Source: an optimization exercise on an open RTL-to-GDS flow (aim: small area). Production flows keep margins and buffers that such runs may drop.
In this exercise RTL edits were held to simulation tests only and were not proved equivalent to the original.
Power figures rest on the tool's default switching activity, not on a simulated workload. The clock port is modelled as an ideal driver; clocking choices that lean on that would not hold on a real chip.

**design/flow/config.mk**
```make
export PLATFORM = sky130hd
export DESIGN_NAME = stream_fifo
export DESIGN_NICKNAME = stream_fifo
export VERILOG_FILES = /design/flow/design.v
export SDC_FILE = /design/flow/constraint.sdc
export NUM_CORES = 4
export LEC_CHECK = 0
export CAP_MARGIN = 20
export CORE_MARGIN = 2
export CORE_UTILIZATION = 65
export CTS_CLUSTER_DIAMETER = 80
export CTS_CLUSTER_SIZE = 30
export PLACE_DENSITY = 0.75
export SLEW_MARGIN = 20
export SYNTH_HIERARCHICAL = 1
```
**design/flow/constraint.sdc**
```tcl
create_clock -name core_clock -period 5.0 [get_ports {clk}]
set_input_delay 1.0000 -clock core_clock [delete_from_list [all_inputs] [get_ports {clk}]]
set_output_delay 1.0000 -clock core_clock [all_outputs]
set_load 0.01 [all_outputs]
```
**design/flow/design.v**
```verilog
package stream_fifo_pkg;
    localparam int IO_WIDTH          = 128;
    localparam int FLAG_BITS         = 2;
    localparam int FIFO_DEPTH        = 16;
    localparam int FIFO_DEPTH_MARGIN = 2;
    typedef enum logic [1:0] {
        OP_IDLE = 2'b00,
        OP_POP  = 2'b01,
        OP_PUSH = 2'b10,
        OP_BOTH = 2'b11
    } fifo_op_e;
    function automatic int clog2(input int value);
        int r;
        int v;
        r = 0;
        v = value - 1;
        while (v > 0) begin
            r = r + 1;
            v = v >> 1;
        end
        clog2 = r;
    endfunction
endpackage
module fifo_ram (
    input  logic q,
    input  logic hold,
    input  logic up,
    input  logic shift,
    input  logic wdata,
    input  logic wr,
    output logic d
);
    assign d = ~((q & hold) | (up & shift) | (wdata & wr));
endmodule
module fifo_ram_top (
    input  logic q,
    input  logic wr,
    input  logic wdata,
    input  logic keep_n,
    output logic d
);
    assign d = ~((q | wr) & (wdata | keep_n));
endmodule
module stream_fifo #(
    parameter int DATA_WIDTH = stream_fifo_pkg::IO_WIDTH + stream_fifo_pkg::FLAG_BITS,
    parameter int DEPTH      = stream_fifo_pkg::FIFO_DEPTH,
    parameter int AF_MARGIN  = stream_fifo_pkg::FIFO_DEPTH_MARGIN,
    parameter int AE_LEVEL   = 1
) (
    input  logic                    clk,
    input  logic                    rst_n,
    input  logic                    flush,
    input  logic                    s_valid,
    output logic                    s_ready,
    input  logic [DATA_WIDTH-1:0]   s_data,
    output logic                    m_valid,
    input  logic                    m_ready,
    output logic [DATA_WIDTH-1:0]   m_data,
    output logic [stream_fifo_pkg::clog2(DEPTH):0]   count,
    output logic                    full,
    output logic                    empty,
    output logic                    almost_full,
    output logic                    almost_empty,
    output logic [stream_fifo_pkg::clog2(DEPTH):0]   max_count
);
    localparam int AW = stream_fifo_pkg::clog2(DEPTH);
    localparam int CW = AW + 1;
    localparam logic [CW-1:0] CNT_FULL = CW'(DEPTH);
    localparam logic [CW-1:0] CNT_AF   = CW'(DEPTH - AF_MARGIN);
    localparam logic [CW-1:0] CNT_AE   = CW'(AE_LEVEL);
    logic [CW-1:0]         count_q, count_d;
    logic [CW-1:0]         max_count_q;
    logic [CW-1:0]         widx;
    logic [DEPTH-1:0]      wr, shift, hold;
    logic                  push, pop;
    logic [DATA_WIDTH-1:0] mem [DEPTH];
    logic [DATA_WIDTH-1:0] mem_d [DEPTH];
    logic [DEPTH-1:0]      inv_q, inv_d;
    assign s_ready = (count_q != CNT_FULL);
    assign m_valid = (count_q != '0);
    assign push = s_valid && s_ready && !flush;
    assign pop  = m_valid && m_ready && !flush;
    assign widx = count_q - CW'(pop);
    for (genvar i = 0; i < DEPTH; i++) begin : g_row
        assign wr[i]    = push && (widx == CW'(i));
        assign shift[i] = pop && !wr[i];
        assign hold[i]  = !pop && !wr[i];
        if (i < DEPTH - 1) begin : g_mid
            assign inv_d[i] = wr[i] || (pop ? !inv_q[i+1] : !inv_q[i]);
            for (genvar j = 0; j < DATA_WIDTH; j++) begin : g_bit
                fifo_ram u_cell (
                    .q     (mem[i][j]),
                    .hold  (hold[i]),
                    .up    (mem[i+1][j]),
                    .shift (shift[i]),
                    .wdata (s_data[j]),
                    .wr    (wr[i]),
                    .d     (mem_d[i][j])
                );
            end
        end else begin : g_top
            assign inv_d[i] = wr[i] || !inv_q[i];
            for (genvar j = 0; j < DATA_WIDTH; j++) begin : g_bit
                fifo_ram_top u_cell (
                    .q      (mem[i][j]),
                    .wr     (wr[i]),
                    .wdata  (s_data[j]),
                    .keep_n (!wr[i]),
                    .d      (mem_d[i][j])
                );
            end
        end
        always_ff @(posedge clk) begin
            mem[i]   <= mem_d[i];
            inv_q[i] <= inv_d[i];
        end
    end
    assign m_data = mem[0] ^ {DATA_WIDTH{inv_q[0]}};
    always_comb begin
        count_d = count_q;
        if (push && !pop) count_d = count_q + CW'(1);
        if (pop && !push) count_d = count_q - CW'(1);
    end
    always_ff @(posedge clk or negedge rst_n) begin
        if (!rst_n) begin
            count_q     <= '0;
            max_count_q <= '0;
        end else if (flush) begin
            count_q     <= '0;
            max_count_q <= '0;
        end else begin
            count_q <= count_d;
            if (count_d > max_count_q) max_count_q <= count_d;
        end
    end
    assign count        = count_q;
    assign max_count    = max_count_q;
    assign full         = (count_q == CNT_FULL);
    assign empty        = (count_q == '0);
    assign almost_full  = (count_q >= CNT_AF);
    assign almost_empty = (count_q <= CNT_AE);
endmodule
```
**design/flow/flow/run.sh**
```bash
#!/bin/bash
# Layout flow: the standard ORFS flow, with two changes to how the
# layout is built:
#  - port buffers use buf_1 instead of the resizer's default pick;
#  - clock tree synthesis clusters up to 30 sinks within 80 um per leaf
#    buffer and inserts no dummy loads.
# Everything else (synthesis, floorplan, power grid, placement, routing)
# is the standard flow.
set -euo pipefail
export BUFFER_PORTS_ARGS="-buffer_cell sky130_fd_sc_hd__buf_1"
export CTS_ARGS="-sink_clustering_enable -repair_clock_nets -dont_use_dummy_load -sink_clustering_size 30 -sink_clustering_max_diameter 80"
bash standard.sh finish > standard_flow.log 2>&1
```
**design/flow/standard.sh**
```bash
#!/bin/bash
# synth_recipe.tcl (not shown) runs the flow's synth.tcl, then flattens the netlist and writes it again
# the make line also repeats each setting of config.mk as NAME=value (left out here)
make -C /OpenROAD-flow-scripts/flow DESIGN_CONFIG=/design/flow/config.mk WORK_HOME=/design/flow/orfs CLKGATE_MAP_FILE= SYNTH_SCRIPT=/design/flow/synth_recipe.tcl "${@:-finish}"
```
==> results of run 1 <==
-- synth_stat cells (all sizes together), types with 7 or more instances --
library cell | n | area, um^2
nor2b | 7 | 43.79
clkbuf | 9 | 33.78
buf | 16 | 76.32
nand2 | 32 | 127.6
nor2 | 55 | 206.5
xor2 | 130 | 1139
a21o | 16 | 120.1
a222oi | 1950 | 19520
dfxtp | 2096 | 41960
dfrtp | 10 | 250.2
inv | 12 | 45.04
ha | 12 | 150.1
o22ai | 130 | 813.3
-- kinds of logic (layout without fill, tap and decap cells) --
kind of cell / Yosys count / in the layout / share of synthesized area
AO/OA/AOI/OAI: 2120 / 2120 / 0.3185
XOR/XNOR: 135 / 135 / 0.01833
adder cells (fa/ha/maj): 12 / 12 / 0.002313
buffers and inverters: 37 / 497 / 0.002390
flip-flops: 2106 / 2106 / 0.6503
multiplexers: 1 / 1 / 0.0001542
other: 0 / 3 / 0
AND/OR/NAND/NOR: 114 / 114 / 0.008077
-- layout make-up --
type / instances / area [um^2] / share of cell area
Timing Repair Buffer: 405 / 2865 / 0.03996
Multi-Input combinational cell: 2382 / 22960 / 0.3202
Antenna cell: 3 / 7.507 / 0.0001047
Sequential cell: 2106 / 42220 / 0.5887
Clock buffer: 80 / 2002 / 0.02792
Tap cell: 1287 / 1610 / 0.02246
Inverter: 12 / 50.05 / 0.0006979
-- power by group --
| group | internal, mW | switching [mW] | leakage [nW] |
|---|---|---|---|
| clock | 2.90 | 4.84 | 0.986 |
| sequential | 25.6 | 4.74 | 18.0 |
| combinational | 9.04 | 7.56 | 5.95 |
| total | 37.5 | 17.1 | 24.9 |
-- layer usage --
metal / global-route usage / vias to the layer above / routed length (um) / share of wire
met2: 0.5979 / 3844 / 90850 / 0.46
met3: 0.06218 / 424 / 26030 / 0.13
li1: - / 22855 / - / -
met5: 0 / - / 13 / 0.000066
met1: 0.5010 / 26809 / 74720 / 0.38
met4: 0.1201 / 2 / 5688 / 0.029
-- path summary, 6_finish.rpt --
check | from | end | cells after the start
min in group core_clock | inv_q[15] | inv_q[15] | 1
worst min register to register | inv_q[15] | inv_q[15] | 1
worst max register to register | count_q[1] | mem[12][98] | 13
worst min-delay path | rst_n | count_q[1] | 1
worst max-delay path | count_q[1] | mem[12][98] | 13
max in group asynchronous | rst_n | max_count_q[0] | 1
-- flip-flops by register name, summed over array words and instances, names as in the netlist --
name and flops:
inv_q 16, max_count_q 5, mem 2080, count_q 5
-- worst max-delay path: stages (launching register included) --
cell	delay (ps)
dfrtp_2	490
inv_2	160
ha_1	190
or4b_4	560
nand2_4	120
inv_4	40
ha_4	160
ha_4	190
nor3b_2	160
xnor2_1	330
nand4_1	500
nor2_4	400
buf_4	830
a222oi_1	240
-- cell usage in the layout (no fill, tap or decap), types with 4 or more instances in the layout --
master	instances
a21o_1	16
a222oi_1	1950
a22o_1	4
buf_1	280
buf_12	70
buf_4	55
clkbuf_16	80
dfrtp_1	9
dfxtp_1	2095
ha_1	10
inv_1	7
nand2_1	31
nand2b_1	5
nor2_1	10
nor2_4	45
nor2b_1	6
o22ai_1	130
xnor2_1	4
xor2_1	130
-- modules after synthesis, one instance, submodules excluded --
| module | times used | cell area [um^2] | flops+latches | cells |
|---|---|---|---|---|
| stream_fifo | 1 | 44580 | 2106 | 2445 |
| fifo_ram | 1950 | 10.01 | 0 | 1 |
| fifo_ram_top | 130 | 6.256 | 0 | 1 |
==> results.cfg, run 1 <==
[logic_synthesis]
synth-main-ff-cell = dfxtp_1
syn_nets = 4672
synthesis.area_mm2 = 0.06491
avgSynthCellArea_um2 = 14.34
synth_edf_count = 0
ys_seq_elements = 2106
syn_inst = 4525
synthArstFlopShare = 0.004748
yosys_warnings = 10
yosysSeqAreaShare = 0.6503
yosysUniqueCellTypes = 49

[die]
num_io_pins = 281
core_area_mm2 = 0.09871
die_area_mm2 = 0.1024
start_util = 0.6576
rows = 115
die_width_um = 320.0
die_h_um = 320.0

[worst_hold_path]
min_path_type = in -> async

[sta]
slew-limit-headroom = 0.1819
finalSetupViolCount = 0
finalCritPeriodShare = 0.9105
drv_slew = 0
rsz0062_at_grt = no
min_period_ps = 4552
finalHoldViolations = 0
fmax_ghz = 0.2197
setup_slack_ps = 447.5
hold_ws_ps = 277.7
skew_ps = 83.20
finalSetupTns_ps = 0
tightest_slew_ps = 1227

[setup_path]
cp_max_fo = 61
critPathCaptureType = flop
r2r_slack_ps = 450
worstPathArrival_ps = 5070
required_ps = 5510
worstSetupPathType = reg -> reg
cp-start-kind = flop

[place]
gp_congestion = 0.8041
dp.cells = 6191
hpwl_mm = 102.4
place_ws_ps = 329.7
dpl_cell_area_mm2 = 0.06968
io_buffers = 280

[finish]
fin_util = 0.7265
design_area_mm2 = 0.07171
drive_gt1_frac = 0.05496
area.growth.synth_to_final_pct = 10.47
nNetsFinal = 5134
fillers = 7050
fin_cells = 6275

[clocking]
ctsHoldBuffers = 0
cts-root-buf = clkbuf_16
clk_pin_slew_ps = 100
postCtsSetupRepairBufs = 0
clock_path_buffers = 3
clkSinkCount = 2106
h-tree-depth = 3
cts_buffers = 80
insertion_delay_ps = 710
cts_resized = 0
cts_tree = yes

[global_routing]
grt_pass1_wl_mm = 303.9
grt.overflow.total = 0
antenna_found_initial = 3
first_global_vias = 51571
grt.total_usage = 0.3677
grt_start_max_net_pins = 133

[power_and_ir_drop]
leakage_nw = 24.89
fin_total_pwr_mw = 54.67
p_per_area_mw_per_mm2 = 762.4
ir_drop_mv = 0.4450

[detailed_routing]
drt_wl_total_mm = 197.3
route.detailed.wl_per_inst_um = 31.44
drt-vias-per-instance = 8.595
antenna_left = 0
vias = 53934
drc = 0
drt_first_pass_iters = 17
drtIter0Drc = 14520

[outcome]
run_status = complete, no violations

[flow_run]
cap_viol_max_count = 0
==> run 2, diff against run 1 <==
--- a/design/flow/config.mk
+++ b/design/flow/config.mk
@@ -8,8 +8,7 @@
 export CAP_MARGIN = 20
 export CORE_MARGIN = 2
-export CORE_UTILIZATION = 65
+export CORE_UTILIZATION = 50
 export CTS_CLUSTER_DIAMETER = 80
 export CTS_CLUSTER_SIZE = 30
-export PLACE_DENSITY = 0.75
 export SLEW_MARGIN = 20
 export SYNTH_HIERARCHICAL = 1
==> results.cfg, run 2 <==
[outcome]
run_status = complete, no violations

[detailed_routing]
drt-vias-per-instance = 7.848
drt_first_pass_iters = 15
route.detailed.wl_per_inst_um = 31.17
drtIter0Drc = 12605
antenna_left = 0
drt_wl_total_mm = 209.8
drc = 0
vias = 52822

[die]
die_area_mm2 = 0.1327
die_width_um = 364.3
start_util = 0.5026
core_area_mm2 = 0.1292
die_h_um = 364.3
rows = 132
num_io_pins = 281

[flow_run]
cap_viol_max_count = 0

[sta]
finalCritPeriodShare = 0.9249
slew-limit-headroom = 0.2368
skew_ps = 78.36
finalHoldViolations = 0
rsz0062_at_grt = no
tightest_slew_ps = 1142
fmax_ghz = 0.2162
min_period_ps = 4624
finalSetupViolCount = 0
drv_slew = 0

[logic_synthesis]
synthTopCellsByArea = dfxtp_1 (65%), a222oi_1 (30%), xor2_1 (1.8%), o22ai_1 (1.3%), dfrtp_1 (0.39%)
ys_seq_elements = 2106
synthTopCellsByCount = dfxtp_1 (2096), a222oi_1 (1950), o22ai_1 (130), xor2_1 (130), nor2_1 (55)
syn_nets = 4672
syn_inst = 4525
synth_top_cell_area_share = 0.6464
yosys_warnings = 10
synth_edf_count = 0
synthArstFlopShare = 0.004748
yosysSeqAreaShare = 0.6503
yosysUniqueCellTypes = 49
avgSynthCellArea_um2 = 14.34
yosys.area.top_type = dfxtp_1
synthesis.area_mm2 = 0.06491
synth_most_common_cell = dfxtp_1
synth-main-ff-cell = dfxtp_1

[clocking]
clock_path_buffers = 3
cts_tree = yes
cts-root-buf = clkbuf_16
h-tree-depth = 3
cts_resized = 0
cts_buffers = 85
insertion_delay_ps = 720
clkSinkCount = 2106
ctsHoldBuffers = 0
clk_pin_slew_ps = 100
postCtsSetupRepairBufs = 0

[finish]
top_register = mem
largest_register_ffs = 2080
fillers = 11165
top_regs = mem: 2080 flops, inv_q: 16 flops
layout.cells.most_common = dfxtp_1
nNetsFinal = 5137
most-common-layout-cells = dfxtp_1 (2095), a222oi_1 (1950), buf_1 (280), xor2_1 (130), o22ai_1 (130)
drive_gt1_frac = 0.05553
design_area_mm2 = 0.07237
area.growth.synth_to_final_pct = 11.49

[setup_path]
reg2reg_depth = 14
cpMaxStageDelayCell = nor2_4
worstReg2RegStart = count_q[1]
worstPathArrival_ps = 5170
cp_max_fo = 93
worstPathCellList = inv_2, ha_1, or4b_4, nand2_4, inv_4, ha_4, ha_4, and2_1, a21oi_1, a2bb2oi_2, nor2_4, nor2_4, buf_12, a222oi_1
rr_endpoint = mem[2][63]
r2r_slack_ps = 380
critPathCaptureType = flop
worstSetupPathType = reg -> reg
cp_top_family = simple AND/OR/NAND/NOR gates
cp-start-kind = flop
cpPeakStageDelay_ps = 810
required_ps = 5550
cp_num_buf_inv = 3

[power_and_ir_drop]
leakage_nw = 24.94
fin_total_pwr_mw = 54.79
ir_drop_mv = 0.3647
p_per_area_mw_per_mm2 = 757.1

[global_routing]
grt.overflow.total = 0
antenna_found_initial = 5
grt_start_max_net_pins = 132
first_global_vias = 50178
grt.total_usage = 0.3028
grt_pass1_wl_mm = 317.6

[place]
io_buffers = 280
hpwl_mm = 107.4
dpl_cell_area_mm2 = 0.07022
gp_congestion = 0.7562

[worst_hold_path]
min_path_type = in -> async
==> run 2: logic make-up after synthesis <==
family,synth area share
compound gates,0.3185
xor+xnor,0.01833
fa+ha+maj,0.002313
buf+inv,0.002390
flops,0.6503
mux,0.0001542
simple gates,0.008077
==> run 2: worst max path at each step <==
stage,start,depth (start not counted),end
2_1_floorplan,flush,13,mem[6][0]
3_3_place_gp,flush,13,mem[7][85]
3_5_place_dp,flush,12,mem[7][105]
4_1_cts,count_q[1],15,mem[7][8]
5_1_grt,count_q[1],14,mem[2][22]
6_report,count_q[1],14,mem[2][63]
==> run 2: per-module statistics from Yosys, one instance, submodules excluded <==
module	area [um^2]	copies in the design	flip-flops and latches
fifo_ram	10.01	1950	0
fifo_ram_top	6.256	130	0
stream_fifo	44580	1	2106
==> run 2: where the power goes <==
part           internal, mW  total, mW  switching (mW)  leakage (nW)
clock network          3.07       8.06            4.98          1.05
registers              25.6       30.3            4.75          18.0
logic                  9.00       16.4            7.39          5.93
total                  37.7       54.8            17.1          24.9
==> run 2: area by class of cell <==
class | count | area, um^2 | share of cell area
diodes | 1 | 2.502 | 0.00003458
clock buffers | 85 | 2127 | 0.02939
inverters | 12 | 50.05 | 0.0006916
multi-input cells | 2382 | 22960 | 0.3173
flip-flops and latches | 2106 | 42220 | 0.5834
well taps | 1742 | 2180 | 0.03012
repair buffers | 403 | 2833 | 0.03914
==> run 2: through the flow <==
stage	instances	util	worst slack, ps	hold WS, ps	TNS, ps
2_1_floorplan	4525	-	-2872	358.2	-5586430
3_3_place_gp	6643	0.5435	378.3	367.4	0
5_1_grt	6730	0.5603	179.9	316.6	0
3_5_place_dp	6644	0.5437	369.4	370.2	0
6_report	6731	0.5603	375.7	300.0	0
4_1_cts	6729	0.5601	454.4	280.1	0
==> run 2: per-layer routing <==
metal | vias to the layer above | wire, um | GRT usage
met4 | 6 | 4284 | 0.07657
met5 | - | 37 | 0
met1 | 27029 | 85620 | 0.4082
met3 | 258 | 20380 | 0.04216
met2 | 2652 | 99490 | 0.5122
li1 | 22877 | - | -
==> run 2: worst reg2reg max path, cell delays in order (launching register included) <==
cell and delay (ps):
dfrtp_2 470, inv_2 160, ha_1 190, or4b_4 550, nand2_4 130, inv_4 40
ha_4 160, ha_4 190, and2_1 160, a21oi_1 230, a2bb2oi_2 440, nor2_4 130
nor2_4 810, buf_12 480, a222oi_1 390

[re-timing with driven ports]
The results above use ideal ports. As a check the final layouts listed here were re-extracted and re-timed, cells and wires unchanged.
Step 1: set_driving_cell puts a clkbuf_16 on clk and a buf_2 on each other input, an assumption about the parent block.
Step 2 moves the port delays by t, midway between the first and last clock arrival at a register: inputs arrive t later, outputs are due t later. That takes back most of the time a late clock gives input paths.
Slacks: ideal ports / drivers / drivers and shift; pairs: ideal ports / drivers.
run	shift t [ns]	slack for setup (ns)	worst data-port slew with drivers (ns)	cell pins on the clock port's net
run 1	0.746	0.448 / 0.448 / 0.278	0.13	1
run 2	0.762	0.376 / 0.376 / 0.336	0.13	1
After both steps setup and hold are still met in every run listed. For run 1, which loses most, drivers alone change the setup slack by 0.000 ns; drivers and shift together by -0.170 ns.
